From an optimization exercise on the open Yosys and OpenROAD flow, aimed at small area; shortcuts taken in it are not production practice. Where RTL was checked, it was by simulation tests only, not by an equivalence proof against the original. Function not checked in runs 2 and 3: the RTL went through the layout flow alone. Power is estimated from default activity; no workload was simulated.

`design/flow/config.mk`:
```
export PLATFORM = sky130hd
export DESIGN_NAME = pcie_tx
export DESIGN_NICKNAME = pcie_tx
export VERILOG_FILES = /design/flow/design.v
export SDC_FILE = /design/flow/constraint.sdc
export NUM_CORES = 4
export LEC_CHECK = 0
export ABC_AREA = 1
export CAP_MARGIN = 20
export CORE_MARGIN = 2
export CORE_UTILIZATION = 60
export SLEW_MARGIN = 20
```
`design/flow/constraint.sdc`:
```
create_clock -name core_clock -period 4.0 [get_ports {pcie_clk}]
set_input_delay 0.8000 -clock core_clock [delete_from_list [all_inputs] [get_ports {pcie_clk}]]
set_output_delay 0.8000 -clock core_clock [all_outputs]
set_load 0.01 [all_outputs]
```
`design/flow/design.v`:
```
`timescale 1ns/100ps
package pcie_tx_link_pkg;
   localparam int data_w     = 64;
   localparam int rem_w      = 8;
   localparam int word_w     = 32;
   localparam int mem_addr_w = 12;
   typedef enum logic [2:0] {
      merge_none   = 3'd0,
      merge_lo_low = 3'd1,
      merge_hi_low = 3'd2,
      merge_hi_lo  = 3'd3,
      merge_lo_hi  = 3'd4
   } merge_e;
   function automatic logic [word_w-1:0] byte_swap(input logic [word_w-1:0] w);
      byte_swap = {w[7:0], w[15:8], w[23:16], w[31:24]};
   endfunction
endpackage
`timescale 1ns/100ps
package pcie_tx_arb_pkg;
   localparam int num_src      = 3;
   localparam int guard_cycles = 2;
   typedef enum logic [1:0] {
      src_rd = 2'd0,
      src_wr = 2'd1,
      src_cm = 2'd2
   } src_e;
   typedef enum logic [1:0] {
      arb_idle,
      arb_busy,
      arb_guard1,
      arb_guard2
   } arb_state_e;
endpackage
`timescale 1ns/100ps
module tx_arbiter (
   input  logic                                pcie_clk,
   input  logic                                rst_reg,
   input  logic [pcie_tx_arb_pkg::num_src-1:0] tx_buf_av,
   input  logic                                bus_master_en,
   input  logic                                src_wr_req,
   input  logic                                src_rd_req,
   input  logic                                src_cm_req,
   output logic                                src_wr_ack,
   output logic                                src_rd_ack,
   output logic                                src_cm_ack,
   output logic [pcie_tx_arb_pkg::num_src-1:0] done,
   output logic                                gnt_wr,
   output logic                                gnt_cm,
   output logic                                gnt_rd
);
   pcie_tx_arb_pkg::arb_state_e state;
   logic [1:0]                  ptr;      
   logic                        p_wr, p_cm, p_rd;
   logic                        e_wr, e_rd, e_cm;
   logic                        busy;
   logic                        g_wr, g_cm, g_rd;
   logic                        found;
   logic [1:0]                  nptr;
   assign p_wr = (ptr == pcie_tx_arb_pkg::src_wr);
   assign p_cm = (ptr == pcie_tx_arb_pkg::src_cm);
   assign p_rd = (ptr == pcie_tx_arb_pkg::src_rd);
   assign g_wr = p_cm;
   assign g_cm = p_rd;
   assign g_rd = p_wr;
   assign gnt_wr = g_wr;
   assign gnt_cm = g_cm;
   assign gnt_rd = g_rd;
   assign busy = (state == pcie_tx_arb_pkg::arb_busy);
   assign src_wr_ack = busy & g_wr;
   assign src_rd_ack = busy & g_rd;
   assign src_cm_ack = busy & g_cm;
   assign done[pcie_tx_arb_pkg::src_wr] = (state == pcie_tx_arb_pkg::arb_guard1) & g_wr;
   assign done[pcie_tx_arb_pkg::src_rd] = (state == pcie_tx_arb_pkg::arb_guard1) & g_rd;
   assign done[pcie_tx_arb_pkg::src_cm] = (state == pcie_tx_arb_pkg::arb_guard1) & g_cm;
   assign e_wr = src_wr_req & tx_buf_av[pcie_tx_arb_pkg::src_wr] & bus_master_en;
   assign e_rd = src_rd_req & tx_buf_av[pcie_tx_arb_pkg::src_rd] & bus_master_en;
   assign e_cm = src_cm_req & tx_buf_av[pcie_tx_arb_pkg::src_cm];
   always_comb begin
      found = e_wr | e_rd | e_cm;
      if (p_wr)
         nptr = e_wr ? pcie_tx_arb_pkg::src_cm : (e_cm ? pcie_tx_arb_pkg::src_rd : pcie_tx_arb_pkg::src_wr);
      else if (p_cm)
         nptr = e_cm ? pcie_tx_arb_pkg::src_rd : (e_rd ? pcie_tx_arb_pkg::src_wr : pcie_tx_arb_pkg::src_cm);
      else
         nptr = e_rd ? pcie_tx_arb_pkg::src_wr : (e_wr ? pcie_tx_arb_pkg::src_cm : pcie_tx_arb_pkg::src_rd);
   end
   always_ff @(posedge pcie_clk) begin
      if (rst_reg) begin
         state <= pcie_tx_arb_pkg::arb_idle;
         ptr   <= pcie_tx_arb_pkg::src_wr;
      end else begin
         case (state)
            pcie_tx_arb_pkg::arb_idle: begin
               if (found) begin
                  ptr   <= nptr;
                  state <= pcie_tx_arb_pkg::arb_busy;
               end
            end
            pcie_tx_arb_pkg::arb_busy: begin
               if (!((g_wr & src_wr_req) | (g_rd & src_rd_req) | (g_cm & src_cm_req)))
                  state <= pcie_tx_arb_pkg::arb_guard1;
            end
            pcie_tx_arb_pkg::arb_guard1: state <= pcie_tx_arb_pkg::arb_guard2;
            default:    state <= pcie_tx_arb_pkg::arb_idle;
         endcase
      end
   end
endmodule
`timescale 1ns/100ps
module tx_beat_select (
   input  logic                                    pcie_clk,
   input  logic                                    rst_reg,
   input  logic                                    stall,
   input  logic                                    gnt_wr,
   input  logic                                    gnt_cm,
   input  logic                                    gnt_rd,
   input  logic                                    src_wr_beat_valid,
   input  logic [pcie_tx_link_pkg::data_w-1:0]     src_wr_data,
   input  logic [pcie_tx_link_pkg::rem_w-1:0]      src_wr_rem,
   input  logic                                    src_wr_sof,
   input  logic                                    src_wr_eof,
   input  logic [2:0]                              src_wr_merge,
   input  logic [pcie_tx_link_pkg::mem_addr_w-1:0] src_wr_mem_addr_hi,
   input  logic [pcie_tx_link_pkg::mem_addr_w-1:0] src_wr_mem_addr_lo,
   input  logic                                    src_wr_mem_en_hi,
   input  logic                                    src_wr_mem_en_lo,
   input  logic                                    src_rd_beat_valid,
   input  logic [pcie_tx_link_pkg::data_w-1:0]     src_rd_data,
   input  logic [pcie_tx_link_pkg::rem_w-1:0]      src_rd_rem,
   input  logic                                    src_rd_sof,
   input  logic                                    src_rd_eof,
   input  logic                                    src_cm_beat_valid,
   input  logic [pcie_tx_link_pkg::data_w-1:0]     src_cm_data,
   input  logic [pcie_tx_link_pkg::rem_w-1:0]      src_cm_rem,
   input  logic                                    src_cm_sof,
   input  logic                                    src_cm_eof,
   input  logic [2:0]                              src_cm_merge,
   input  logic [pcie_tx_link_pkg::mem_addr_w-1:0] src_cm_mem_addr_hi,
   input  logic [pcie_tx_link_pkg::mem_addr_w-1:0] src_cm_mem_addr_lo,
   input  logic                                    src_cm_mem_en_hi,
   input  logic                                    src_cm_mem_en_lo,
   output logic [pcie_tx_link_pkg::mem_addr_w-1:0] mem_addr_hi,
   output logic [pcie_tx_link_pkg::mem_addr_w-1:0] mem_addr_lo,
   output logic                                    mem_en_hi,
   output logic                                    mem_en_lo,
   output logic                                    beat_valid,
   output logic [pcie_tx_link_pkg::data_w-1:0]     beat_data,
   output logic [pcie_tx_link_pkg::rem_w-1:0]      beat_rem,
   output logic                                    beat_sof,
   output logic                                    beat_eof,
   output logic                                    beat_lo_mem,
   output logic                                    beat_hi_mem,
   output logic                                    beat_cross
);
   logic                                    sel_valid;
   logic [pcie_tx_link_pkg::data_w-1:0]     sel_data;
   logic [pcie_tx_link_pkg::rem_w-1:0]      sel_rem;
   logic                                    sel_sof;
   logic                                    sel_eof;
   logic [2:0]                              sel_merge;
   logic                                    sel_memsrc;
   always_comb begin
      sel_valid  = src_wr_beat_valid | src_cm_beat_valid | src_rd_beat_valid;
      sel_memsrc = gnt_wr | gnt_cm;
      sel_data = (src_wr_data & {pcie_tx_link_pkg::data_w{gnt_wr}})
               | (src_cm_data & {pcie_tx_link_pkg::data_w{gnt_cm}})
               | (src_rd_data & {pcie_tx_link_pkg::data_w{gnt_rd}});
      sel_rem  = (src_wr_rem & {pcie_tx_link_pkg::rem_w{gnt_wr}})
               | (src_cm_rem & {pcie_tx_link_pkg::rem_w{gnt_cm}})
               | (src_rd_rem & {pcie_tx_link_pkg::rem_w{gnt_rd}});
      sel_sof  = (src_wr_sof & gnt_wr) | (src_cm_sof & gnt_cm) | (src_rd_sof & gnt_rd);
      sel_eof  = (src_wr_eof & gnt_wr) | (src_cm_eof & gnt_cm) | (src_rd_eof & gnt_rd);
      sel_merge = gnt_wr ? src_wr_merge : src_cm_merge;
   end
   always_ff @(posedge pcie_clk) begin
      if (!stall) begin
         beat_valid  <= sel_valid;
         beat_data   <= ~sel_data;
         beat_rem    <= sel_rem;
         beat_sof    <= sel_sof;
         beat_eof    <= sel_eof;
         beat_lo_mem <= sel_memsrc & (sel_merge != 3'd0);
         beat_hi_mem <= sel_memsrc & (sel_merge[2] | (sel_merge[1] & sel_merge[0]));
         beat_cross  <= ~sel_merge[0];
         mem_addr_hi <= gnt_wr ? src_wr_mem_addr_hi : src_cm_mem_addr_hi;
         mem_addr_lo <= gnt_wr ? src_wr_mem_addr_lo : src_cm_mem_addr_lo;
         mem_en_hi   <= (src_wr_beat_valid & src_wr_mem_en_hi) | (src_cm_beat_valid & src_cm_mem_en_hi);
         mem_en_lo   <= (src_wr_beat_valid & src_wr_mem_en_lo) | (src_cm_beat_valid & src_cm_mem_en_lo);
      end
      if (rst_reg) begin
         beat_valid <= 1'b0;
         mem_en_hi  <= 1'b0;
         mem_en_lo  <= 1'b0;
      end
   end
endmodule
`timescale 1ns/100ps
module tx_output_stage (
   input  logic                                pcie_clk,
   input  logic                                rst_reg,
   input  logic                                beat_valid,
   input  logic [pcie_tx_link_pkg::data_w-1:0] beat_data,
   input  logic [pcie_tx_link_pkg::rem_w-1:0]  beat_rem,
   input  logic                                beat_sof,
   input  logic                                beat_eof,
   input  logic                                beat_lo_mem,
   input  logic                                beat_hi_mem,
   input  logic                                beat_cross,
   input  logic [pcie_tx_link_pkg::word_w-1:0] mem_data_hi,
   input  logic [pcie_tx_link_pkg::word_w-1:0] mem_data_lo,
   output logic [pcie_tx_link_pkg::data_w-1:0] tx_data,
   output logic [pcie_tx_link_pkg::rem_w-1:0]  tx_rem,
   output logic                                tx_sof,
   output logic                                tx_eof,
   output logic                                tx_valid,
   input  logic                                tx_ready,
   output logic                                stall
);
   logic                                s2_valid;
   logic [pcie_tx_link_pkg::data_w-1:0] s2_data;
   logic [pcie_tx_link_pkg::rem_w-1:0]  s2_rem;
   logic                                s2_sof;
   logic                                s2_eof;
   logic                                s2_lo_mem;
   logic                                s2_hi_mem;
   logic                                s2_cross;
   logic                                sk_valid;
   logic [pcie_tx_link_pkg::data_w-1:0] sk_data;
   logic [pcie_tx_link_pkg::rem_w-1:0]  sk_rem;
   logic                                sk_sof;
   logic                                sk_eof;
   logic                                hold;
   logic [pcie_tx_link_pkg::word_w-1:0] swap_hi;
   logic [pcie_tx_link_pkg::word_w-1:0] swap_lo;
   logic [pcie_tx_link_pkg::data_w-1:0] merged;
   assign hold = tx_valid & ~tx_ready;
   always_ff @(posedge pcie_clk) begin
      if (rst_reg) stall <= 1'b0;
      else         stall <= hold;
   end
   always_comb begin
      swap_hi = pcie_tx_link_pkg::byte_swap(mem_data_hi);
      swap_lo = pcie_tx_link_pkg::byte_swap(mem_data_lo);
      merged[31:0]  = s2_lo_mem ? (s2_cross ? swap_hi : swap_lo) : s2_data[31:0];
      merged[63:32] = s2_hi_mem ? (s2_cross ? swap_lo : swap_hi) : s2_data[63:32];
   end
   always_ff @(posedge pcie_clk) begin
      s2_cross <= beat_cross;
      if (!stall) begin
         s2_valid  <= beat_valid;
         s2_data   <= ~beat_data;
         s2_rem    <= beat_rem;
         s2_sof    <= beat_sof;
         s2_eof    <= beat_eof;
         s2_lo_mem <= beat_lo_mem;
         s2_hi_mem <= beat_hi_mem;
      end else begin
         s2_data   <= merged;
         s2_lo_mem <= 1'b0;
         s2_hi_mem <= 1'b0;
      end
      if (rst_reg) begin
         s2_valid <= 1'b0;
      end
   end
   always_ff @(posedge pcie_clk) begin
      if (!hold) begin
         tx_valid <= stall ? sk_valid : s2_valid;
         tx_data  <= stall ? sk_data  : merged;
         tx_rem   <= stall ? sk_rem   : s2_rem;
         tx_sof   <= stall ? sk_sof   : s2_sof;
         tx_eof   <= stall ? sk_eof   : s2_eof;
      end
      if (!stall) begin
         sk_valid <= s2_valid;
         sk_data  <= merged;
         sk_rem   <= s2_rem;
         sk_sof   <= s2_sof;
         sk_eof   <= s2_eof;
      end
      if (rst_reg) begin
         tx_valid <= 1'b0;
      end
   end
endmodule
`timescale 1ns/100ps
module tx_cnt32 (
   input  logic        pcie_clk,
   input  logic        rst_reg,
   input  logic        inc,
   output logic [31:0] cnt
);
   logic [31:0] c;
   logic [3:0]  blk_ci;
   assign blk_ci[0] = inc;
   assign blk_ci[1] = blk_ci[0] & (&cnt[7:0]);
   assign blk_ci[2] = blk_ci[1] & (&cnt[15:8]);
   assign blk_ci[3] = blk_ci[2] & (&cnt[23:16]);
   always_comb
      for (int i = 0; i < 32; i++)
         c[i] = (i % 8 == 0) ? blk_ci[i / 8] : (c[i-1] & cnt[i-1]);
   always_ff @(posedge pcie_clk) begin
      if (rst_reg) cnt <= '0;
      else         cnt <= cnt ^ c[31:0];
   end
endmodule
module tx_stats (
   input  logic                                pcie_clk,
   input  logic                                rst_reg,
   input  logic                                beat_accept,
   input  logic [pcie_tx_arb_pkg::num_src-1:0] done,
   output logic [31:0]                         stat_word_cnt,
   output logic [31:0]                         stat_wr_cnt,
   output logic [31:0]                         stat_rd_cnt,
   output logic [31:0]                         stat_cm_cnt
);
   tx_cnt32 u_word (.pcie_clk, .rst_reg, .inc (beat_accept), .cnt (stat_word_cnt));
   tx_cnt32 u_wr (.pcie_clk, .rst_reg, .inc (done[pcie_tx_arb_pkg::src_wr]), .cnt (stat_wr_cnt));
   tx_cnt32 u_rd (.pcie_clk, .rst_reg, .inc (done[pcie_tx_arb_pkg::src_rd]), .cnt (stat_rd_cnt));
   tx_cnt32 u_cm (.pcie_clk, .rst_reg, .inc (done[pcie_tx_arb_pkg::src_cm]), .cnt (stat_cm_cnt));
endmodule
`timescale 1ns/100ps
module pcie_tx (
   input  logic                                    pcie_clk,
   input  logic                                    rst_reg,
   input  logic                                    wr_req,
   output logic                                    wr_ack,
   input  logic                                    wr_beat_valid,
   input  logic [pcie_tx_link_pkg::data_w-1:0]     wr_data,
   input  logic [pcie_tx_link_pkg::rem_w-1:0]      wr_rem,
   input  logic                                    wr_sof,
   input  logic                                    wr_eof,
   input  logic [2:0]                               wr_merge,
   input  logic [pcie_tx_link_pkg::mem_addr_w-1:0] wr_mem_addr_hi,
   input  logic [pcie_tx_link_pkg::mem_addr_w-1:0] wr_mem_addr_lo,
   input  logic                                    wr_mem_en_hi,
   input  logic                                    wr_mem_en_lo,
   input  logic                                    rd_req,
   output logic                                    rd_ack,
   input  logic                                    rd_beat_valid,
   input  logic [pcie_tx_link_pkg::data_w-1:0]     rd_data,
   input  logic [pcie_tx_link_pkg::rem_w-1:0]      rd_rem,
   input  logic                                    rd_sof,
   input  logic                                    rd_eof,
   input  logic                                    cm_req,
   output logic                                    cm_ack,
   input  logic                                    cm_beat_valid,
   input  logic [pcie_tx_link_pkg::data_w-1:0]     cm_data,
   input  logic [pcie_tx_link_pkg::rem_w-1:0]      cm_rem,
   input  logic                                    cm_sof,
   input  logic                                    cm_eof,
   input  logic [2:0]                               cm_merge,
   input  logic [pcie_tx_link_pkg::mem_addr_w-1:0] cm_mem_addr_hi,
   input  logic [pcie_tx_link_pkg::mem_addr_w-1:0] cm_mem_addr_lo,
   input  logic                                    cm_mem_en_hi,
   input  logic                                    cm_mem_en_lo,
   output logic [pcie_tx_link_pkg::mem_addr_w-1:0] mem_addr_hi,
   output logic [pcie_tx_link_pkg::mem_addr_w-1:0] mem_addr_lo,
   output logic                                    mem_en_hi,
   output logic                                    mem_en_lo,
   input  logic [pcie_tx_link_pkg::word_w-1:0]     mem_data_hi,
   input  logic [pcie_tx_link_pkg::word_w-1:0]     mem_data_lo,
   output logic [pcie_tx_link_pkg::data_w-1:0]     tx_data,
   output logic [pcie_tx_link_pkg::rem_w-1:0]      tx_rem,
   output logic                                    tx_sof,
   output logic                                    tx_eof,
   output logic                                    tx_valid,
   input  logic                                    tx_ready,
   input  logic [pcie_tx_arb_pkg::num_src-1:0]     tx_buf_av,
   input  logic                                    bus_master_en,
   output logic                                    tx_stall,
   output logic [31:0]                             stat_word_cnt,
   output logic [31:0]                             stat_wr_cnt,
   output logic [31:0]                             stat_rd_cnt,
   output logic [31:0]                             stat_cm_cnt
);
   logic [pcie_tx_arb_pkg::num_src-1:0]    done;
   logic                  beat_accept;
   logic                  gnt_wr;
   logic                  gnt_cm;
   logic                  gnt_rd;
   logic                  s1_valid;
   logic [pcie_tx_link_pkg::data_w-1:0]     s1_data;
   logic [pcie_tx_link_pkg::rem_w-1:0]      s1_rem;
   logic                  s1_sof;
   logic                  s1_eof;
   logic                  s1_lo_mem;
   logic                  s1_hi_mem;
   logic                  s1_cross;
   assign beat_accept = tx_valid & tx_ready;
   tx_arbiter u_arbiter (
      .pcie_clk, .rst_reg, .tx_buf_av, .bus_master_en,
      .src_wr_req (wr_req), .src_rd_req (rd_req), .src_cm_req (cm_req),
      .src_wr_ack (wr_ack), .src_rd_ack (rd_ack), .src_cm_ack (cm_ack),
      .done, .gnt_wr, .gnt_cm, .gnt_rd
   );
   tx_beat_select u_beat_select (
      .pcie_clk, .rst_reg, .stall (tx_stall), .gnt_wr, .gnt_cm, .gnt_rd,
      .src_wr_beat_valid (wr_beat_valid),
      .src_wr_data (wr_data), .src_wr_rem (wr_rem),
      .src_wr_sof (wr_sof), .src_wr_eof (wr_eof),
      .src_wr_merge (wr_merge),
      .src_wr_mem_addr_hi (wr_mem_addr_hi), .src_wr_mem_addr_lo (wr_mem_addr_lo),
      .src_wr_mem_en_hi (wr_mem_en_hi), .src_wr_mem_en_lo (wr_mem_en_lo),
      .src_rd_beat_valid (rd_beat_valid),
      .src_rd_data (rd_data), .src_rd_rem (rd_rem),
      .src_rd_sof (rd_sof), .src_rd_eof (rd_eof),
      .src_cm_beat_valid (cm_beat_valid),
      .src_cm_data (cm_data), .src_cm_rem (cm_rem),
      .src_cm_sof (cm_sof), .src_cm_eof (cm_eof),
      .src_cm_merge (cm_merge),
      .src_cm_mem_addr_hi (cm_mem_addr_hi), .src_cm_mem_addr_lo (cm_mem_addr_lo),
      .src_cm_mem_en_hi (cm_mem_en_hi), .src_cm_mem_en_lo (cm_mem_en_lo),
      .mem_addr_hi, .mem_addr_lo, .mem_en_hi, .mem_en_lo,
      .beat_valid (s1_valid), .beat_data (s1_data), .beat_rem (s1_rem),
      .beat_sof (s1_sof), .beat_eof (s1_eof),
      .beat_lo_mem (s1_lo_mem), .beat_hi_mem (s1_hi_mem), .beat_cross (s1_cross)
   );
   tx_output_stage u_output_stage (
      .pcie_clk, .rst_reg,
      .beat_valid (s1_valid), .beat_data (s1_data), .beat_rem (s1_rem),
      .beat_sof (s1_sof), .beat_eof (s1_eof),
      .beat_lo_mem (s1_lo_mem), .beat_hi_mem (s1_hi_mem), .beat_cross (s1_cross),
      .mem_data_hi, .mem_data_lo,
      .tx_data, .tx_rem, .tx_sof, .tx_eof, .tx_valid, .tx_ready,
      .stall (tx_stall)
   );
   tx_stats u_stats (
      .pcie_clk, .rst_reg, .beat_accept, .done,
      .stat_word_cnt, .stat_wr_cnt, .stat_rd_cnt, .stat_cm_cnt
   );
endmodule
```
`design/flow/flow/run.sh`:
```
#!/bin/bash
# Standard ORFS layout with three changes:
#  - synthesis maps with an area-oriented ABC script (choice network + amap) in place of
#    ORFS's abc_area.script; registers are untouched, only the combinational mapping differs,
#  - the port buffers are the smallest buffer, sky130_fd_sc_hd__buf_1,
#  - the clock tree uses small clock buffers and no dummy loads.
# All of ORFS's output goes to flow_standard.log; each step's own log is under orfs/logs/.
set -euo pipefail
mkdir -p scripts_area
cp -r "$FLOW_HOME"/scripts/. scripts_area/
printf 'strash\ndch -f\namap\ntopo\nstime -c\n' > scripts_area/abc_area.script
export SCRIPTS_DIR="$PWD/scripts_area"
export BUFFER_PORTS_ARGS="-buffer_cell sky130_fd_sc_hd__buf_1"
export CTS_ARGS="-sink_clustering_enable -repair_clock_nets -dont_use_dummy_load -buf_list sky130_fd_sc_hd__clkbuf_2"
bash standard.sh > flow_standard.log 2>&1
```
`design/flow/standard.sh`:
```
#!/bin/bash
# synth_recipe.tcl (not shown) runs the flow's synth.tcl, then flattens the netlist and writes it again
# the make line also repeats each setting of config.mk as NAME=value (left out here)
make -C /OpenROAD-flow-scripts/flow DESIGN_CONFIG=/design/flow/config.mk WORK_HOME=/design/flow/orfs CLKGATE_MAP_FILE= SYNTH_SCRIPT=/design/flow/synth_recipe.tcl "${@:-finish}"
```
==> run summary, run 1 <==
The distinct cell type count after synthesis came out at 23. The number of max-slew violations in the final report came out at 0. The number of clock buffers inserted by TritonCTS came out at 110. The synthesized design spends more area on one cell type than any other, namely dfxtp_1. Leaving out fill and tap cells, the most frequent cell in the layout is buf_1. The routability congestion estimate from global placement is 0.861. The area of combinational cells with multiple inputs came out at ~0.006 mm². The routed metal-1 wirelength came out at about 19 mm.

The latest clock arrival within the worst-skew pair came out at 950 ps. The routed length on met2 came out at around 25 mm. The count of mapped cells out of synthesis is between 1,000 and 1,500. Summed over all cells, the static leakage comes to 8.27 nW.

The clock share of power is approximately a fifth. The TritonCTS clock tree is yes. The post-synthesis area per instance is roughly 13 µm². The share of the synthesized netlist area taken by xor and xnor gates came out at 0%. The die is 174 µm tall. The detailed router finished its first iteration with 1,313 violations. The non-filler instance count after layout is between 2,000 and 2,500. Of the cells placed in the final design, the portion with a size suffix greater than 1 is 6.65%. The final period demand of the worst path is a little over 3000 ps. The number of buffers added for setup after CTS came out at 0. The overflow left after global routing is 0. The post-route standard cell area excluding fillers came out at approximately 0.021 mm². The reported net switching power came out at around 0.0037 W. The post-placement cell count is 2,333. The H-tree generated during clock tree synthesis spans 3 levels. The power density normalized to cell area is 571 mW/mm². The sequential cell area fraction in the yosys report is 64.7%.

The fraction of power spent switching nets came out at 30.9%. The sequential share of power came out at 58.2%. The area enclosed by the die boundary came out at 0.0301 mm².

The critical path class is flop to flop. The cell-internal power is 0.00817 W. The area growth from synthesis to layout is 20.1%. The cell area after placement is approximately 0.02 mm². The combined area of all synthesized cells came out at 0.0172 mm².

The I/O pin total came out at 590. The compound-gate portion of the synthesized area is 17.0%. STA classifies the critical path endpoint as a flop. The multiplexer share of the synthesized area came out at 0%. The register area is 0.0112 mm². The global-route wire length before repair is 75.4 mm. The number of buffers inserted by hold repair at cts came out at 0. The Yosys step of the flow raised 4 warnings.

The largest net degree at the start of global routing came out at between 150 and 200. The share of total power in combinational logic is between 20 and 25%. The count of final setup violators is 0.

After layout, the worst path uses between 70% and 80% of the clock period. The total of flip-flops plus latches after synthesis is roughly 470. The number of core rows came out at 62.

The antenna violation net count after detailed routing came out at 0. In this run the clock root is driven by a clkbuf_2. The type of the tightest min-delay check is input pin to flop. The placed wire-length estimate is approximately 36 mm. The via count of the first global-routing pass came to 13,600. The per-cell via count in the routed design came out at about 5.8. The overall power of the completed layout is around 0.012 W. The remaining routing DRC violations is 0. The overall routing resource usage is roughly a third. After synthesis, the largest family of logic cells by area is compound AO/OA/AOI/OAI gates. Setup repair after global routing left no endpoint under its margin.

The fill cell total of the finished layout is roughly 2,200. The number of endpoints with negative hold slack in the final report came out at 0. The max-cap violation count came out at 0.

The maximum clock skew at final layout came out at between 100 and 150 ps. Across all layers, the routed design uses 14,300 vias. After detailed routing, no signal wire sits above met5. In this run the tightest slew margin relative to its limit is 26.7%. The worst path arrival time is 3860 ps. The core occupancy in the finished layout came out at 72.7%. The first TritonRoute pass finished after 6 iterations. The run finished with no timing, DRC or antenna violations. Port buffering added 589 buffers. VDD sags by at most 0.304 mV. The required time at the worst-slack endpoint came out at 4790 ps.

The adder-cell share of the synthesized area came out at 8.42%. The actual slew at the worst max-slew pin is 1100 ps. The net count after synthesis came out at 1,817. The region available for standard cell placement spans 0.0285 mm². The number of nets in the layout is 2,534.

The post-CTS clock slew at the launch and capture registers of the worst setup and hold paths is 100 ps. The number of gates resized after CTS was 0. The highest clock frequency the design can meet came out at 327 MHz. Leaving out fill and tap cells, the most frequent cells in the layout are buf_1 (588), dfxtp_1 (276), edfxtp_1 (185). The total number of clock tree sinks came out at 465. The maximum fanout count along the critical path is 7. The number of buffers on the longest clock path came out at 3. The final worst hold slack is around 140 ps. The simple logic cell fraction of the synthesized area is 9.21%. The proportion of netlist area held by the largest area contributor is 32.5%.

The initial antenna violation count is 11. Summed over all layers, the routed wires come to around 50 mm. By area the synthesized netlist is led by dfxtp_1 (33%), edfxtp_1 (32%), ha_1 (8.4%), o22a_1 (5.0%), a222oi_1 (4.4%). The detailed-route wire length per cell is 20.8 µm. The met3 wire length came out at about 5.1 mm. The startpoint type of the worst setup path is a flop.

The horizontal die dimension is roughly 170 µm. The initial cell density of the core is 60.6%.
[Yosys cell counts]
library cell  number
a211oi_1          17
a21oi_1          137
a221oi_1           1
a222oi_1          75
a22o_1             1
a31oi_1            1
and3_1             1
clkinv_1          31
dfxtp_1          280
edfxtp_1         185
ha_1             116
nand2_1           10
nand3_1            1
nand4_1           24
nor2_1           165
nor2b_1          114
nor3_1             5
nor4_1             5
o21ai_0            7
o221a_1            1
o221ai_1           1
o22a_1            99
o22ai_1           67
[final timing paths]
path         depth (start not counted)                        start                           to  slack [ps]
max                                 15           u_arbiter.state[0]         u_stats.u_wr.cnt[31]         940
min                                  2                  rd_data[31]  u_beat_select.beat_data[31]         140
max reg2reg                         15           u_arbiter.state[0]         u_stats.u_wr.cnt[31]         940
min reg2reg                          1  u_beat_select.beat_data[46]   u_output_stage.s2_data[46]         320
[layout make-up]
cell class              instances  share of cell area, %
flip-flops and latches        465                   53.9
multi-input cells             848                   28.9
repair buffers                605                   11.4
clock buffers                 110                   2.66
well taps                     384                   2.32
inverters                      31                  0.641
diodes                         12                  0.145
[worst max-delay path, cell delays in order (launching register included)]
cell	delay, ps
dfxtp_1	340
clkinv_1	80
ha_1	150
clkinv_1	180
nor4_1	490
nand2_1	150
nor3_1	220
ha_1	210
ha_1	170
ha_1	150
ha_1	140
ha_1	140
ha_1	140
ha_1	160
nor2_1	50
a211oi_1	190
[flip-flops by register name, indices dropped and copies added, names as in the netlist, 32 cells and up]
register,cells
u_stats.u_word.cnt,32
u_output_stage.sk_data,64
u_output_stage.tx_data,64
u_beat_select.beat_data,64
u_stats.u_cm.cnt,32
u_stats.u_wr.cnt,32
u_stats.u_rd.cnt,32
u_output_stage.s2_data,64
[kinds of logic after synthesis]
family,after synthesis
buf+inv,31
simple gates,325
flops,465
fa+ha+maj,116
compound gates,407
[routing by layer]
metal	GRT usage, %	vias up
met5	0	-
met3	9.36	128
met1	40.1	6767
met2	54.3	700
li1	-	6731
met4	14.5	2
[power groups by stage]
stage | registers [W] | clock network, W | logic, W
after floorplan | 0.00713 | 0 | 0.00135
after global placement | 0.00693 | 0 | 0.00257
after detailed placement | 0.00700 | 0 | 0.00263
after CTS | 0.00689 | 0.00233 | 0.00265
after global routing | 0.00701 | 0.00253 | 0.00288
final | 0.00689 | 0.00228 | 0.00266
[through the flow]
step           setup TNS (ps)  worst slack, ps
6_report                    0              940
5_1_grt                     0              697
4_1_cts                     0              900
3_5_place_dp                0              899
3_3_place_gp                0             1020
2_1_floorplan           -1150             -283
==> inputs of run 2 (changes only) <==
--- a/design/flow/design.v
+++ b/design/flow/design.v
@@ -235,2 +235,4 @@
    logic [pcie_tx_link_pkg::data_w-1:0] merged;
+   logic                                lo_own, lo_lo, lo_hi;
+   logic                                hi_own, hi_hi, hi_lo;
    assign hold = tx_valid & ~tx_ready;
@@ -243,4 +245,14 @@
       swap_lo = pcie_tx_link_pkg::byte_swap(mem_data_lo);
-      merged[31:0]  = s2_lo_mem ? (s2_cross ? swap_hi : swap_lo) : s2_data[31:0];
-      merged[63:32] = s2_hi_mem ? (s2_cross ? swap_lo : swap_hi) : s2_data[63:32];
+      lo_own = ~s2_lo_mem;
+      lo_lo  = s2_lo_mem & ~s2_cross;
+      lo_hi  = s2_lo_mem & s2_cross;
+      hi_own = ~s2_hi_mem;
+      hi_hi  = s2_hi_mem & ~s2_cross;
+      hi_lo  = s2_hi_mem & s2_cross;
+      merged[31:0]  = (s2_data[31:0] & {pcie_tx_link_pkg::word_w{lo_own}})
+                    | (swap_lo & {pcie_tx_link_pkg::word_w{lo_lo}})
+                    | (swap_hi & {pcie_tx_link_pkg::word_w{lo_hi}});
+      merged[63:32] = (s2_data[63:32] & {pcie_tx_link_pkg::word_w{hi_own}})
+                    | (swap_hi & {pcie_tx_link_pkg::word_w{hi_hi}})
+                    | (swap_lo & {pcie_tx_link_pkg::word_w{hi_lo}});
    end
--- a/design/flow/flow/run.sh
+++ b/design/flow/flow/run.sh
@@ -13,3 +13,3 @@
 export BUFFER_PORTS_ARGS="-buffer_cell sky130_fd_sc_hd__buf_1"
-export CTS_ARGS="-sink_clustering_enable -repair_clock_nets -dont_use_dummy_load -buf_list sky130_fd_sc_hd__clkbuf_2"
+export CTS_ARGS="-sink_clustering_enable -repair_clock_nets -dont_use_dummy_load -buf_list sky130_fd_sc_hd__clkbuf_4 -sink_clustering_size 10 -sink_clustering_max_diameter 40"
 bash standard.sh > flow_standard.log 2>&1
==> run summary, run 2 <==
The worst hold path depth is 3. The first detailed-routing pass ran for 6 iterations. Among all flip-flop cells after synthesis, the most frequent one is dfxtp_1. The number of core rows came out at 61.

The proportion of netlist area held by the largest area contributor is 33.4%. The H-tree depth reported by CTS came out at 2. The number of max-slew violations in the final report is 0. For the worst-skew pair, the clock arrives at the later sink with an insertion delay of 750 ps.

The final worst hold slack came out at 307 ps. The maximum vdd ir drop is ~0.3 mV. The largest net degree at the start of global routing is 166. The worst path arrival time is roughly 3700 ps. The root buffer cell chosen for the clock tree is clkbuf_4. The power density normalized to cell area is 571 mW/mm². Port buffering added 589 buffers. The routability congestion estimate from global placement came out at 0.886. The tightest slew margin relative to the limit is 24.5%. The total of flip-flops plus latches after synthesis came out at approximately 470. For this design, the sink count on the clock tree is 465. The number of endpoints with negative hold slack in the final report is 0.

The via count of the first global-routing pass is 12,800. The maximum fanout count along the critical path came out at 7. The area enclosed by the die boundary came out at 0.0293 mm². The actual slew at the worst max-slew pin came out at 1130 ps. Leaving out fill and tap cells, the most frequent cell in the layout is buf_1. Measured along the x axis, the die boundary spans 171 µm.

Across all layers, the routed design uses 13,800 vias. The fill cell total of the finished layout came out at between 2,000 and 2,500. The antenna violation net count after detailed routing came out at 0.

Cells with a size suffix above 1 make up 4.35% of the layout. In this design, the critical path's most frequently occurring cell is ha_1. In the final routed layout, each cell accounts on average for 23.3 µm. The worst register-to-register path ends at u_stats.u_rd.cnt[31].

The max-cap violation count came out at 0. The number of nets in the layout is 2,358. The average instance in the mapped netlist occupies about 14 µm².

The tightest min-delay check is of the input pin to flop type. The flow ran to the end and the layout has no timing, DRC or antenna violations. The worst setup path is captured at a flop.

In the synthesized netlist the async set-or-reset flop fraction comes to 0%. In this run the count of I/O pins placed on the die edge is 590. The global-route wire length before repair came out at 75.1 mm. Wires add up to 53.4 mm. The worst flop-to-flop path startpoint is u_arbiter.state[0]. The reg2reg setup slack came out at 890 ps. The critical path goes through clkinv_1 > ha_1 > clkinv_1 > nor4_1 > nand2_1 > nor3_1 > ha_1 > ha_1 > ha_1 > ha_1 > ha_1 > ha_1 > ha_1 > nor2_1 > a211oi_1.

The required time at the worst-slack endpoint came out at 4610 ps. The core region is 0.0277 mm². The number of buffers inserted by hold repair at cts is 0. The overflow left after global routing is 0. By area the synthesized netlist is led by dfxtp_1 (33%), edfxtp_1 (33%), ha_1 (8.6%), a222oi_1 (8.3%), nor2b_1 (4.2%). In this run the static leakage power is 7.94 nW. The net count after synthesis is 1,696. The number of clock buffers inserted by TritonCTS is 56. The worst path in the final design needs a cycle of 3110 ps, including I/O delays and setup. The depth of the worst register-to-register path is 15.

The combined area of all synthesized cells came out at 0.0168 mm². The path with the worst hold slack has its endpoint at u_beat_select.mem_en_hi. The detailed router finished its first iteration with 1,725 violations. The overall routing resource usage came out at 34.6%.

For this run, the slowest stage of the critical path takes 570 ps. Gates resized during post-CTS repair numbered 0. Synthesis handed over a netlist of 1,223 instances. The ratio of final minimum period to clock period came out at 77.6%. The distinct cell type count after synthesis came out at 24.

The highest clock frequency the design can meet came out at approximately 320 MHz. The die span in y came out at 171 µm. The core occupancy in the finished layout came out at 72.8%. The initial cell density of the core is 60.6%. The worst hold path begins at wr_mem_en_hi. The number of buffers on the longest clock path is 3.

The synthesized design contains 185 enable-type register cells. The placed wire-length estimate came out at 37.8 mm. The slowest stage of the critical path belongs to the cell nor4_1.

In this run the post-CTS setup repair buffer count came out at 0. The clock arrives with 51.2 ps of skew. In the layout the commonest cells are buf_1 (588), dfxtp_1 (279), edfxtp_1 (185). The library cell with the highest instance count after synthesis is dfxtp_1. The per-cell via count in the routed design is ~6.0. The sequential cell area fraction in the yosys report came out at 66.5%.

The worst setup path is of the flop to flop kind. Setup repair after global routing left no endpoint under its margin. The post-CTS clock slew at the launch and capture registers of the worst setup and hold paths is about 100 ps. In the synthesized netlist, the cells that appear most often are dfxtp_1 (280), edfxtp_1 (185), a222oi_1 (139), ha_1 (116), nor2b_1 (114). The initial antenna violation count came to 40. After layout, the design draws a total of 0.0115 W. STA classifies the critical path startpoint as a flop. TritonCTS built the clock tree. The area growth from synthesis to layout is 20.2%.

The number of warning messages in the yosys log came out at 4. The remaining routing DRC violations is 0. Of all cell types, the one taking the most synthesized area is dfxtp_1. The count of final setup violators is 0.
[run 2: changes by cell type after synthesis, sizes merged]
cell    before  now
clkinv      31   34
nand2       10    9
o21ai        7    5
a22oi        0    1
nor2       165  107
a21oi      137   73
o22a        99   35
a222oi      75  139
[run 2: kinds of logic (layout without fill, tap and decap cells)]
logic type,after synthesis,count (layout),synth area share (%)
AO/OA/AOI/OAI,342,342,16.0
adder cells (fa/ha/maj),116,116,8.64
AND/OR/NAND/NOR,266,266,8.14
buffers and inverters,34,694,0.760
other,0,35,0
flip-flops,465,465,66.5
[run 2: worst max-delay path by stage]
stage	startpoint	to	cells after the start
final	u_arbiter.state[0]	u_stats.u_rd.cnt[31]	15
after global routing	u_arbiter.ptr[0]	u_stats.u_rd.cnt[31]	15
after CTS	u_arbiter.ptr[0]	u_stats.u_rd.cnt[31]	15
after detailed placement	tx_ready	u_stats.u_word.cnt[31]	14
after global placement	tx_ready	u_stats.u_word.cnt[31]	14
after floorplan	u_arbiter.ptr[0]	u_stats.u_rd.cnt[31]	15
[run 2: routing by layer]
| metal | wire length [µm] | vias to the layer above | global-route usage (%) |
|---|---|---|---|
| met5 | 59 | - | 0 |
| met4 | 2780 | 10 | 18.4 |
| met3 | 5610 | 148 | 9.92 |
| met2 | 26400 | 760 | 58.9 |
| met1 | 18600 | 6582 | 39.7 |
| li1 | - | 6307 | - |
[run 2: worst max-delay path, delay by kind of cell, from the launching register on]
kind,cells,cell delay [ps]
buf+inv,2,300
compound gates,1,190
simple gates,4,990
fa+ha+maj,8,1190
flops,1,360
[run 2: final cells by class]
type | instances | area [µm²] | share of cell area (%)
flip-flops and latches | 465 | 11200 | 55.3
multi-input cells | 724 | 5550 | 27.5
repair buffers | 604 | 2340 | 11.6
well taps | 378 | 473 | 2.34
clock buffers | 56 | 420 | 2.08
inverters | 34 | 144 | 0.713
diodes | 35 | 87.6 | 0.434
[run 2: power breakdown]
part           switching (W)  internal, W  total [W]
combinational        0.00165     0.000930    0.00258
clock                0.00143     0.000640    0.00207
sequential          0.000399      0.00648    0.00688
total                0.00348      0.00805     0.0115
[run 2: metrics by stage]
step	TNS [ps]	instance area, µm²	instances	worst slack [ps]
global placement	0	19700	2205	1030
floorplan	-1150	16800	1223	-283
detailed placement	0	19700	2205	914
CTS	0	20100	2261	887
finish	0	20200	2296	895
global route	0	20100	2282	677
==> inputs of run 3 (changes only) <==
--- a/design/flow/flow/run.sh
+++ b/design/flow/flow/run.sh
@@ -13,3 +13,3 @@
 export BUFFER_PORTS_ARGS="-buffer_cell sky130_fd_sc_hd__buf_1"
-export CTS_ARGS="-sink_clustering_enable -repair_clock_nets -dont_use_dummy_load -buf_list sky130_fd_sc_hd__clkbuf_4 -sink_clustering_size 10 -sink_clustering_max_diameter 40"
+export CTS_ARGS="-sink_clustering_enable -repair_clock_nets -dont_use_dummy_load -buf_list sky130_fd_sc_hd__clkbuf_8 -sink_clustering_size 20 -sink_clustering_max_diameter 50"
 bash standard.sh > flow_standard.log 2>&1
==> run summary, run 3 <==
The run finished with no timing, DRC or antenna violations. The library cell used most frequently in the layout, excluding fill and tap cells, is buf_1. The global-route wire length before repair is 74.9 mm. The count of mapped cells out of synthesis came out at 1,223. The number of buffers inserted by hold repair at cts came out at 0.

The HPWL after detailed placement is 37.8 mm. The latest clock arrival within the worst-skew pair is 580 ps. The smallest clock period supported by the final layout is computed as 3030 ps. Setup violations remaining at the end of the flow were counted as 0.

In the layout the commonest cells are buf_1 (588), dfxtp_1 (279), edfxtp_1 (185). The slowest stage of the critical path is the nor4_1 cell. In the synthesized netlist the dominant register cell turns out to be dfxtp_1. TritonCTS built the clock tree. The maximum fanout count along the critical path came out at 7. The proportion of layout cells with a drive suffix above 1 came out at under 10%.

After filler insertion, the fill cell instance count of the layout stands at ~2,100. The number of clock buffers inserted by TritonCTS is 39. The cell occurring most often along the worst timing path is ha_1. The maximum clock skew at final layout came out at 58.7 ps. The number of nets in the layout came out at 2,341. The required time at the worst-slack endpoint is between 4000 and 5000 ps.

The floorplan step defined a core boundary enclosing 0.0277 mm². The via count of the first global-routing pass came out at around 13,000. The antenna violation net count after detailed routing is 0. After clock tree synthesis, the clock-pin slew on the worst setup and hold paths is 100 ps. The critical path's largest stage delay came out at around 520 ps. Leaving out filler cells and counting taps, the final layout contains 2,281.

The total of buffers placed on input and output ports came out at 589. The detailed router finished its first iteration with 1,703 violations. The wire length after detailed routing is 53.4 mm.

The overflow left after global routing is 0. The kind of cell with the highest combined delay along the critical path is adder cells. Pin placement for this block handled 590 I/O pins. By area the synthesized netlist is led by dfxtp_1 (33%), edfxtp_1 (33%), ha_1 (8.6%), a222oi_1 (8.3%), nor2b_1 (4.2%). The count of buffering cells on the critical path with inverters included came out at 2. The floorplan step defined a die boundary enclosing around 0.03 mm². The total via count after detailed routing is 13,700. The H-tree depth reported by CTS is 2.

The largest net degree at the start of global routing came out at 166. In the routed design, unresolved DRC markers number 0. STA classifies the critical path endpoint as a flop. The post-synthesis async set-or-reset flop share is 0%. The core occupancy in the finished layout came out at 73.3%.

The actual slew at the worst max-slew pin is 1110 ps. At the worst endpoint, the arrival time is 3500 ps. Summing every instance area after synthesis gives 0.0168 mm². The most common cell in the synthesized netlist is dfxtp_1. The clock passes through at most 3 buffers. The die span in y is roughly 170 µm. The leakage power is 7.96 nW. The initial antenna violation count is 41. The per-cell via count in the routed design is 6.01. The routability congestion estimate from global placement came out at 0.886. The post-synthesis area per instance came out at between 10 and 15 µm².

The net count after synthesis came out at ~1,700. The tree is rooted in a clkbuf_8. The signal on the critical path passes through clkinv_1 > ha_1 > clkinv_1 > nor4_1 > nand2_1 > nor3_1 > ha_1 > ha_1 > ha_1 > ha_1 > ha_1 > ha_1 > ha_1 > nor2_1 > a211oi_1.

The synthesized design spends more area on one cell type than any other, namely dfxtp_1. The total of flip-flops plus latches after synthesis is between 400 and 500. The critical path class is flop to flop. The worst pin sits at a relative slew slack of 26.0%.

The total number of clock tree sinks came out at 465. Across the VDD grid, the largest voltage drop is 0.341 mV. In this run, placement finished with an instance count of 2,205. The distinct cell type count after synthesis is 24. The number of max-slew violations in the final report came out at 0. The overall routing resource usage is approximately 35%. The power density normalized to cell area is 580 mW/mm². The detailed-routing iteration count for the pre-antenna-repair pass is 7.

The area growth from synthesis to layout came out at 20.9%. The number of endpoints with negative hold slack in the final report came out at 0. The Yosys step of the flow raised 4 warnings. The worst setup path is launched from a flop. The proportion of netlist area held by the largest area contributor is 33.4%. The floorplan step set the die width to 171 µm. The number of core rows came out at 61. The highest clock frequency the design can meet came out at 330 MHz. The commonest cells after synthesis are dfxtp_1 (280), edfxtp_1 (185), a222oi_1 (139), ha_1 (116), nor2b_1 (114). After detailed routing, the average wire length per cell comes to 23.4 µm. The max-cap violation count came out at 0. The sequential cell area fraction in the yosys report came out at approximately 66%. Counting flops with a built-in enable in the synthesized netlist gives ~190. After clock tree synthesis, the repair step resized 0 gates. The tightest min-delay check is of the flop to flop type. Setup repair after global routing left no endpoint under its margin. The initial cell density of the core is between 60% and 70%. The ratio of final minimum period to clock period is 75.7%.

The number of buffers added for setup after CTS came out at 0.
-- run 3: cell count changes in the layout (fill, tap and decap cells not counted) --
cell      before  now
clkbuf_8       0   39
diode_2       35   37
clkbuf_4      57    1
-- run 3: final cells by class --
| cell class | count | area [µm²] | area share, % |
|---|---|---|---|
| antenna | 37 | 92.6 | 0.456 |
| clock buffer | 39 | 537 | 2.64 |
| inverter | 34 | 144 | 0.709 |
| multi-input combinational | 724 | 5550 | 27.3 |
| sequential | 465 | 11200 | 55.0 |
| tap | 378 | 473 | 2.33 |
| timing repair buffer | 604 | 2340 | 11.5 |
-- run 3: cells by family (layout without fill, tap and decap cells) --
| family | count (synthesis) | count (layout) | share of synthesized area [%] |
|---|---|---|---|
| compound gates | 342 | 342 | 16.0 |
| other cells | 0 | 37 | 0 |
| simple gates | 266 | 266 | 8.14 |
| flops | 465 | 465 | 66.5 |
| buf+inv | 34 | 677 | 0.760 |
| fa+ha+maj | 116 | 116 | 8.64 |
-- run 3: worst paths after layout --
path	startpoint	to	slack (ps)	cells past startpoint
max	u_arbiter.state[0]	u_stats.u_cm.cnt[31]	970	15
min	u_beat_select.beat_cross	u_output_stage.s2_cross	350	0
max reg2reg	u_arbiter.state[0]	u_stats.u_cm.cnt[31]	970	15
min reg2reg	u_beat_select.beat_cross	u_output_stage.s2_cross	350	0
-- run 3: power breakdown --
part	internal [W]	switching (W)	total [W]
Combinational	0.000931	0.00165	0.00258
Clock	0.000877	0.00143	0.00231
Sequential	0.00648	0.000404	0.00689
-- run 3: metal layers --
metal / track usage (%) / routed length [µm] / vias to the layer above
li1: - / - / 6250
met1: 39.6 / 18600 / 6610
met2: 58.1 / 26500 / 705
met3: 9.76 / 5330 / 132
met4: 19.9 / 2880 / 12
met5: 0 / 82 / -
-- run 3: through the flow --
stage	setup WS (ps)	area (µm²)	TNS [ps]	hold WS, ps	total power, W
final	972	20300	0	351	0.0118
after floorplan	-283	16800	-1150	323	0.00838
after detailed placement	914	19700	0	327	0.00954
after CTS	982	20200	0	352	0.0118
after global routing	767	20300	0	360	0.0123
after global placement	1030	19700	0	327	0.00943
==> inputs of run 4 (changes only) <==
--- a/design/flow/design.v
+++ b/design/flow/design.v
@@ -304,14 +304,18 @@
 );
-   logic [31:0] c;
-   logic [3:0]  blk_ci;
-   assign blk_ci[0] = inc;
-   assign blk_ci[1] = blk_ci[0] & (&cnt[7:0]);
-   assign blk_ci[2] = blk_ci[1] & (&cnt[15:8]);
-   assign blk_ci[3] = blk_ci[2] & (&cnt[23:16]);
-   always_comb
+   localparam int G = 4;
+   logic [31:0]     pre;
+   logic [32/G-1:0] grp;
+   logic [31:0]     c;
+   always_comb begin
+      grp[0] = 1'b1;
+      for (int k = 1; k < 32 / G; k++)
+         grp[k] = grp[k-1] & (&cnt[G*(k-1) +: G]);
       for (int i = 0; i < 32; i++)
-         c[i] = (i % 8 == 0) ? blk_ci[i / 8] : (c[i-1] & cnt[i-1]);
+         pre[i] = (i % G == 0) ? grp[i / G] : (pre[i-1] & cnt[i-1]);
+      c = pre & {32{inc}};
+   end
    always_ff @(posedge pcie_clk) begin
       if (rst_reg) cnt <= '0;
-      else         cnt <= cnt ^ c[31:0];
+      else
+         for (int i = 0; i < 32; i++) cnt[i] <= c[i] ? ~cnt[i] : cnt[i];
    end
--- a/design/flow/flow/run.sh
+++ b/design/flow/flow/run.sh
@@ -13,3 +13,3 @@
 export BUFFER_PORTS_ARGS="-buffer_cell sky130_fd_sc_hd__buf_1"
-export CTS_ARGS="-sink_clustering_enable -repair_clock_nets -dont_use_dummy_load -buf_list sky130_fd_sc_hd__clkbuf_8 -sink_clustering_size 20 -sink_clustering_max_diameter 50"
+export CTS_ARGS="-sink_clustering_enable -repair_clock_nets -dont_use_dummy_load -buf_list sky130_fd_sc_hd__clkbuf_4 -sink_clustering_size 12 -sink_clustering_max_diameter 30"
 bash standard.sh > flow_standard.log 2>&1
==> run summary, run 4 <==
The overall routing resource usage is 36.5%. The fraction of met1 tracks used by global routing came out at about 45%. The number of buffers added for setup after CTS is 0.

After detailed routing, the average wire length per cell comes to 22.9 µm. The critical path class is flop to flop. The simple logic cell fraction of the synthesized area is 11.6%. Of the post-synthesis cell area, the part taken by muxes is 0%. The initial antenna violation count was 22. The origin of the worst setup path is u_stats.u_wr.cnt[2]. The number of warning messages in the yosys log came out at 4. The total of flip-flops plus latches after synthesis is ~470. The routability congestion estimate from global placement came out at 0.966. In this run the worst path has a maximum fanout of 4.

The sequential cell area fraction in the yosys report is 67.8%. Setup repair after global routing left no endpoint under its margin. The endpoint of the worst register-to-register path is u_stats.u_wr.cnt[31]. The horizontal die dimension came out at 170 µm. Summing the areas of all compound-gate instances in the mapped netlist gives between 10% and 20% of the synthesized area. The critical path's largest stage delay is 590 ps. The setup TNS came out at 0 ps. CTS placed an instance of clkbuf_4 at the clock tree root.

met2 is the most crowded layer. VDD sags by at most roughly 0.27 mV. The flow ran to the end and the layout has no timing, DRC or antenna violations.

For this design the top-level I/O count stands at between 500 and 600. dfxtp_1 takes more of the synthesized area than any other cell. Counting instances in the post-synthesis netlist gives the leading cell types as dfxtp_1 (280), nor2_1 (209), edfxtp_1 (185), a222oi_1 (139), a21oi_1 (80).

For flop-to-flop paths, the worst setup slack is 480 ps. For the final database, setup skew stands at 85.2 ps. In this run the remaining antenna-violating nets after routing total 0. The signal on the critical path passes through nand4_1 > or2_0 > or2_0 > or4b_1 > or2_0 > or3_1 > or2_0 > nor4b_1 > and2_0 > nor2_1 > a211oi_1. The number of endpoints with negative hold slack in the final report is 0. The routed layout has 15,000 vias.

After technology mapping, the gate count stands at 1,355. The number of core rows is 60. The final period demand of the worst path is 3520 ps. Summed over all layers, the routed wires come to ~55 mm. Post-CTS repair changed the size of 0 cells. The most used flip-flop cell after synthesis is dfxtp_1. STA classifies the critical path endpoint as a flop.

The worst path arrival time is 4110 ps. The library cell with the highest instance count after synthesis is dfxtp_1. The worst setup path is launched from a flop. Counting along the longest clock path gives a buffer depth of 3. For this run, global-route usage on met2 was measured as 57.6%. The area enclosed by the die boundary came out at 0.0288 mm².

The detailed-routing iteration count for the pre-antenna-repair pass came out at 10. The number of enable-type register cells in the synthesized netlist came out at 185. The largest net degree at the start of global routing came out at around 130. The most frequent standard cell in the layout excluding fill and tap cells is buf_1. The H-tree depth reported by CTS came out at 3. For this run, the post-layout net count is 2,400. The leakage power is just under 7 nW. After detailed routing, the number of vias per cell comes to 6.25. TritonCTS built the clock tree.

The die span in y is 170 µm. The latest clock arrival within the worst-skew pair is around 720 ps. The post-CTS clock slew at the launch and capture registers of the worst setup and hold paths came out at 100 ps. The total number of clock tree sinks came out at around 470. The highest clock frequency the design can meet came out at 284 MHz. The net count after synthesis is 1,716. The total of buffers placed on input and output ports is 589.

The global-route wire length before repair is 79.4 mm. The max-cap violation count is 0. In the synthesized netlist the async set-or-reset flop fraction comes to 0%.

The area growth from synthesis to layout is 21.2%. The number of buffers inserted by hold repair at cts came out at 0. The proportion of netlist area held by the largest area contributor came out at between 30 and 40%. By area, the combinational part of the netlist is dominated by compound AO/OA/AOI/OAI gates.

The placed wire-length estimate came out at 38.8 mm. The combined area of all synthesized cells came out at between 0.015 and 0.02 mm². The depth of the worst register-to-register path came out at 11. The ratio of final minimum period to clock period came out at a little under 90%.

The number of DRC violations after detailed-routing iteration 0 came out at 2,159. Global routing used 12.8% of the available met3 tracks. The share of the synthesized netlist area taken by xor and xnor gates is 0%.

The total overflow left after global routing is 0. The tightest min-delay check is of the input pin to flop type. The via count of the first global-routing pass came to 13,800.

The distinct cell type count after synthesis came out at 34. The number of max-slew violations in the final report is 0. The remaining routing DRC violations came out at 0. The floorplan step defined a core boundary enclosing 0.0270 mm². The required time at the worst-slack endpoint came out at 4590 ps.

The adder-cell share of the synthesized area is 0.304%. The power density normalized to cell area came out at roughly 550 mW/mm². The cell area after placement came out at 0.0193 mm². The post-synthesis area per instance came out at 12.2 µm². In the layout the commonest cells are buf_1 (588), dfxtp_1 (279), nor2_1 (203). The proportion of layout cells with a drive suffix above 1 came out at a little over 5%.

Once layout is done, the placed cells without fillers occupy 0.0200 mm². The tightest slew margin relative to the limit is 25.3%. The actual slew at the worst max-slew pin came out at about 1100 ps. In this design, the critical path's most frequently occurring cell is or2_0.

The end of the critical path is u_stats.u_wr.cnt[31]. Ranked by total cell area, the synthesized netlist is headed by dfxtp_1 (34%), edfxtp_1 (34%), a222oi_1 (8.4%), nor2_1 (4.8%), o22ai_1 (2.5%). The count of final setup violators came out at 0.

The initial cell density of the core came out at 61.1%. The number of clock buffers inserted by TritonCTS came out at 80. The highest-delay cell along the critical path is or4b_1. The startpoint identified for the worst register-to-register timing path is u_stats.u_wr.cnt[2].
## run 4: cell types whose count changed after synthesis, sizes merged, moves of 13 or more
cell / delta
a211oi: +26
and2: +21
and3: +13
clkinv: +40
ha: -112
nand2: +25
nor2: +102
nor2b: -110
nor3: +74
o21ai: +14
## run 4: worst min-delay path by stage
stage	from	end	slack, ps	cells after the start
3_3_place_gp	u_beat_select.beat_cross	u_output_stage.s2_cross	330	0
3_5_place_dp	u_beat_select.beat_cross	u_output_stage.s2_cross	340	0
6_report	wr_mem_en_lo	u_beat_select.mem_en_lo	340	3
5_1_grt	wr_mem_en_lo	u_beat_select.mem_en_lo	300	3
4_1_cts	wr_mem_en_lo	u_beat_select.mem_en_lo	280	3
2_1_floorplan	u_beat_select.beat_cross	u_output_stage.s2_cross	320	0
## run 4: cell families after synthesis
kind of cell	Yosys count
buffers and inverters	74
and+or+nand+nor	414
DFF	465
adders and majority gates	4
AOI/OAI and AO/OA	398
## run 4: power breakdown
| group | total [W] | leakage, nW | switching, W | internal, W |
|---|---|---|---|---|
| combinational | 0.00208 | 2.28 | 0.00134 | 0.000742 |
| sequential | 0.00646 | 4.26 | 0.000329 | 0.00613 |
| clock | 0.00240 | 0.368 | 0.00149 | 0.000917 |
## run 4: worst max-delay path, delay by kind of cell (launching register included)
kind	cells	cell delay [ps]
DFF	1	390
and+or+nand+nor	10	2790
AOI/OAI and AO/OA	1	210
## run 4: layout make-up
cell class / count / area, µm²
well taps: 341 / 427
multi-input cells: 816 / 5080
inverters: 74 / 293
clock buffers: 80 / 601
repair buffers: 602 / 2350
fillers: 2003 / 7000
flip-flops and latches: 465 / 11200
diodes: 17 / 42.5
## run 4: per-layer routing
layer / wire, µm / vias up
li1: - / 6820
met1: 20100 / 7076
met2: 25700 / 908
met3: 6570 / 155
met4: 2470 / 8
met5: 60 / -
## run 4: per-stage QoR
stage          power (W)  setup slack, ps  instances  hold WS, ps  util, %
2_1_floorplan    0.00764             -112       1355          323        -
3_3_place_gp     0.00851              711       2298          327     71.6
5_1_grt           0.0114              204       2390          296     74.0
6_report          0.0109              476       2395          342     74.0
4_1_cts           0.0109              490       2378          280     73.9
3_5_place_dp     0.00861              551       2298          345     71.6
==> inputs of run 5 (changes only) <==
--- a/design/flow/flow/run.sh
+++ b/design/flow/flow/run.sh
@@ -13,3 +13,3 @@
 export BUFFER_PORTS_ARGS="-buffer_cell sky130_fd_sc_hd__buf_1"
-export CTS_ARGS="-sink_clustering_enable -repair_clock_nets -dont_use_dummy_load -buf_list sky130_fd_sc_hd__clkbuf_4 -sink_clustering_size 12 -sink_clustering_max_diameter 30"
+export CTS_ARGS="-sink_clustering_enable -repair_clock_nets -dont_use_dummy_load -buf_list sky130_fd_sc_hd__clkbuf_4 -sink_clustering_size 10 -sink_clustering_max_diameter 40"
 bash standard.sh > flow_standard.log 2>&1
--- a/design/flow/config.mk
+++ b/design/flow/config.mk
@@ -10,3 +10,3 @@
 export CORE_MARGIN = 2
-export CORE_UTILIZATION = 60
+export CORE_UTILIZATION = 70
 export SLEW_MARGIN = 20
==> run summary, run 5 <==
After synthesis, the largest family of logic cells by area is compound AO/OA/AOI/OAI gates. The distinct cell type count after synthesis came out at 34. Summing the areas of all compound-gate instances in the mapped netlist gives 18.7% of the synthesized area. For this run, the leading register cell type out of synthesis is dfxtp_1. The flow stopped in 3_2_place_iop. After synthesis, the cell types taking the most area are dfxtp_1 (34%), edfxtp_1 (34%), a222oi_1 (8.4%), nor2_1 (4.8%), o22ai_1 (2.5%). Of the total synthesized cell area, the portion taken by full adders, half adders and majority gates is 0.304%. The initial cell density of the core came out at between 70% and 80%.

Counting flops with a built-in enable in the synthesized netlist gives around 190. The share of the synthesized netlist area taken by xor and xnor gates came out at 0%. The flow did not finish. From bottom edge to top edge, the die measures 157 µm.

After synthesis, the mean cell area works out to 12.2 µm². The post-synthesis async set-or-reset flop share came out at 0%. The first error in the log reads "[ERROR PPL-0024] Number of IO pins (590) exceeds maximum number of available positions (562). Increase the die perimeter from 629.56um to 802.40um". The combined area of all synthesized cells came out at 0.0165 mm². Of the total synthesized cell area, the portion taken by AND, OR, NAND and NOR gates is 11.6%.

The total of flip-flops plus latches after synthesis is 465. The number of core rows is 56. Counting instances in the post-synthesis netlist gives the leading cell types as dfxtp_1 (280), nor2_1 (209), edfxtp_1 (185), a222oi_1 (139), a21oi_1 (80). The synthesized design devotes to its leading area cell type 34.0% of total area. The number of warning messages in the yosys log is 4. Multiplexer cells account for 0% of the synthesized area.

The count of mapped cells out of synthesis is around 1,400. Measured along the x axis, the die boundary spans 157 µm. Sequential cells were found to cover 67.8% of the synthesized design area.

The library cell with the highest instance count after synthesis is dfxtp_1. The net count after synthesis is 1,716. Of all cell types, the one taking the most synthesized area is dfxtp_1.
## run 5: kinds of logic after synthesis
group,Yosys count
buffers and inverters,74
adder cells (fa/ha/maj),4
AND/OR/NAND/NOR,414
flip-flops,465
AO/OA/AOI/OAI,398
==> inputs of run 6 (changes only) <==
--- a/design/flow/config.mk
+++ b/design/flow/config.mk
@@ -10,3 +10,3 @@
 export CORE_MARGIN = 2
-export CORE_UTILIZATION = 70
+export CORE_UTILIZATION = 60
 export SLEW_MARGIN = 20
==> run summary, run 6 <==
The run finished with no timing, DRC or antenna violations. The overall routing resource usage came out at 36.1%. The ratio of final minimum period to clock period came out at about 87%. The highest clock frequency the design can meet is 287 MHz. CTS placed an instance of clkbuf_4 at the clock tree root. The routed layout has between 10,000 and 15,000 vias. The post-synthesis area per instance came out at 12.2 µm². The count of mapped cells out of synthesis is 1,355. The number of core rows came out at 60. Yosys mapped a number of flops with a built-in enable equal to 185.

The maximum vdd ir drop came out at between 0.2 and 0.3 mV. The routed design has roughly 55 mm of wire. The initial cell density of the core is 61.1%. The library cells used most frequently in the layout, excluding fill and tap cells, are buf_1 (588), dfxtp_1 (279), nor2_1 (203). Setup repair after global routing left no endpoint under its margin.

The non-filler instance count after layout came out at 2,372. Entering global routing, the biggest net connects about 130 pins. The number of buffers on the longest clock path is 3. The TritonCTS clock tree is yes. STA classifies the critical path endpoint as a flop.

The distinct cell type count after synthesis is 34. The number of buffers added for setup after CTS is 0. The post-synthesis async set-or-reset flop share is 0%.

At the placement stage, the worst setup path has a slack of 551 ps. The library cell with the highest instance count after synthesis is dfxtp_1. The total number of clock tree sinks is 465. The core occupancy in the finished layout is 73.4%. The tightest slew margin relative to the limit is 22.2%. The number of buffers inserted by hold repair at cts is 0.

The sequential cells in the finished layout cover a total of 0.0112 mm². For this run, the slowest stage of the critical path takes 590 ps. The number of endpoints with negative hold slack in the final report came to 0.

The leakage power is 6.79 nW. In the post-synthesis netlist, the biggest area contributors are dfxtp_1 (34%), edfxtp_1 (34%), a222oi_1 (8.4%), nor2_1 (4.8%), o22ai_1 (2.5%). The max-cap violation count came out at 0. Walking the worst path, the cells encountered are nand4_1 > or2_0 > or2_0 > or4b_1 > or2_0 > or3_1 > or2_0 > nor4b_1 > and2_0 > nor2_1 > a211oi_1. The count of final setup violators is 0. Across all setup checks in the final design, the least slack found is 518 ps. Setup total negative slack on the finished layout was measured at 0 ps. The critical path in this run is classified as flop to flop. The total of flip-flops plus latches after synthesis came out at 465. Fill cells in the final layout number 2,027. The routability congestion estimate from global placement came out at 0.966. After synthesis, the most frequently instantiated cells are dfxtp_1 (280), nor2_1 (209), edfxtp_1 (185), a222oi_1 (139), a21oi_1 (80). The area growth from synthesis to layout came out at 20.0%.

The antenna violation net count after detailed routing came out at 0. The final period demand of the worst path came out at roughly 3500 ps. The area of combinational cells with multiple inputs is 0.00508 mm². The actual slew at the worst max-slew pin is between 1000 and 1500 ps. The maximum clock skew at final layout came out at 46.5 ps. The number of nets in the synthesized netlist is between 1,500 and 2,000.

The required time at the worst-slack endpoint is 4620 ps. The post-placement cell count is between 2,000 and 2,500. The core region is 0.0270 mm². The number of clock buffers inserted by TritonCTS is 55.

After routing the design area is 0.0198 mm². The number of nets in the layout is 2,375. The overflow left after global routing is 0. For the worst-skew pair, the clock arrives at the later sink with an insertion delay of 710 ps. The highest-delay cell along the critical path is or4b_1.

The number of max-slew violations in the final report is 0. The most frequent standard cell in the layout excluding fill and tap cells is buf_1. The power density normalized to cell area is roughly 530 mW/mm². The first detailed-routing pass ran for 10 iterations. For this run, the register share of the synthesized area comes to 67.8%. In this run, the number of DRC markers left after iteration 0 of detailed routing was 2,120. The horizontal die dimension came out at 170 µm.

The die span in y is 170 µm. The cell that appears most often on the critical path is or2_0. The most used flip-flop cell after synthesis is dfxtp_1. The worst path arrival time came out at roughly 4100 ps.

The remaining routing DRC violations came out at 0. The startpoint type of the worst setup path is a flop. The per-cell via count in the routed design came out at 6.29. The combined area of all synthesized cells is 0.0165 mm². The initial antenna violation count is 25. Summed over all instances, the cell type with the most area after synthesis is dfxtp_1. Setup slack on the worst reg-to-reg path comes out at approximately 520 ps. Pin placement for this block handled 590 I/O pins.

In this run the worst hold path is classified as input pin to flop. The proportion of layout cells with a drive suffix above 1 is 3.93%. The number of warning messages in the yosys log is 4. Broken down by cell family, the worst path's largest delay share belongs to simple AND/OR/NAND/NOR gates. The cell area after placement is 0.0193 mm². The total of buffers placed on input and output ports came out at 589. The post-cts resize count came out at 0. The first global-routing pass estimated 78.7 mm of wire. The area enclosed by the die boundary came out at 0.0288 mm². The H-tree depth reported by CTS is 2. After synthesis, the largest area contributor takes up 34.0% of total cell area. Clock-pin slew was measured on the worst setup and hold paths at 100 ps. The via count of the first global-routing pass is 13,600. Along the worst path, the maximum fanout reaches 4.

The critical path contains buffers and inverters numbering 0 combined. The placed wire-length estimate is 38.8 mm. The detailed-route wire length per cell came out at 23.0 µm.
run 6: layer usage:
layer | vias up | share of wire [%] | track usage (%)
li1 | 6763 | - | -
met1 | 7071 | 37 | 45.2
met2 | 931 | 48 | 57.7
met3 | 150 | 12 | 11.2
met4 | 8 | 3.9 | 16.4
met5 | - | 0.11 | 0
run 6: logic make-up after synthesis:
group,after synthesis,synth area share [%]
simple gates,414,11.6
flops,465,67.8
buf+inv,74,1.69
compound gates,398,18.7
fa+ha+maj,4,0.304
run 6: power by group:
group / switching, W / internal [W] / total (W) / leakage [nW]
logic: 0.00134 / 0.000742 / 0.00208 / 2.28
registers: 0.000329 / 0.00613 / 0.00646 / 4.26
clock network: 0.00141 / 0.000630 / 0.00204 / 0.253
run 6: layout make-up:
cell class                      instances  share of cell area (%)
Timing Repair Buffer                  602                    11.9
Sequential cell                       465                    56.5
Inverter                               74                    1.48
Clock buffer                           55                    2.09
Antenna cell                           19                   0.240
Multi-Input combinational cell        816                    25.7
Tap cell                              341                    2.16
run 6: stage by stage:
stage,power (W),hold slack [ps]
after floorplan,0.00764,323
after CTS,0.0106,277
after detailed placement,0.00861,345
after global routing,0.0110,293
final,0.0106,322
after global placement,0.00851,327
run 6: path summary, 6_finish.rpt:
check | startpoint | end | depth (start not counted)
worst max-delay path | u_stats.u_wr.cnt[2] | u_stats.u_wr.cnt[31] | 11
worst max register to register | u_stats.u_wr.cnt[2] | u_stats.u_wr.cnt[31] | 11
worst min register to register | u_beat_select.beat_cross | u_output_stage.s2_cross | 0
worst min-delay path | wr_mem_en_lo | u_beat_select.mem_en_lo | 3
run 6: worst reg2reg max path: stages, from the launching register on:
cell      delay, ps
dfxtp_1         400
nand4_1         140
or2_0           280
or2_0           280
or4b_1          590
or2_0           270
or3_1           330
or2_0           240
nor4b_1         370
and2_0          230
nor2_1           50
a211oi_1        210

afterwards: timing with drivers on the ports:
How much do the figures lean on ideal ports? The routed layouts below were timed once more, with nothing changed but the port constraints. Step 1 (the two cells are an assumption about what drives the block):
set clk [get_ports {pcie_clk}]
set_driving_cell -lib_cell sky130_fd_sc_hd__clkbuf_16 $clk
set_driving_cell -lib_cell sky130_fd_sc_hd__buf_2 [delete_from_list [all_inputs] $clk]
Step 2, shift: input delay + t, output delay - t, t = (earliest + latest rising clock arrival at the registers) / 2. This alone moves slack from input paths to output paths. Slacks: ideal ports / drivers / drivers and shift; pairs: ideal ports / drivers.
| run | t (ns) | setup slack, ns | hold WS [ns] | clock arrival spread, ns | cell pins on the clock port's net |
|---|---|---|---|---|---|
| run 1 | 0.933 | 0.940 / 0.940 / 0.848 | 0.141 / 0.126 / 0.324 | 0.125 / 0.125 | 1 |
| run 2 | 0.758 | 0.895 / 0.895 / 0.895 | 0.307 / 0.298 / 0.339 | 0.078 / 0.078 | 1 |
| run 3 | 0.603 | 0.972 / 0.972 / 0.882 | 0.351 / 0.351 / 0.351 | 0.060 / 0.059 | 1 |
| run 4 | 0.734 | 0.476 / 0.476 / 0.476 | 0.342 / 0.351 / 0.357 | 0.088 / 0.088 | 1 |
| run 6 | 0.738 | 0.518 / 0.518 / 0.518 | 0.322 / 0.355 / 0.370 | 0.056 / 0.056 | 1 |
After both steps every run listed still meets setup and hold. For run 1, which loses most, drivers alone change the setup slack by 0.000 ns; drivers and shift together by -0.092 ns.
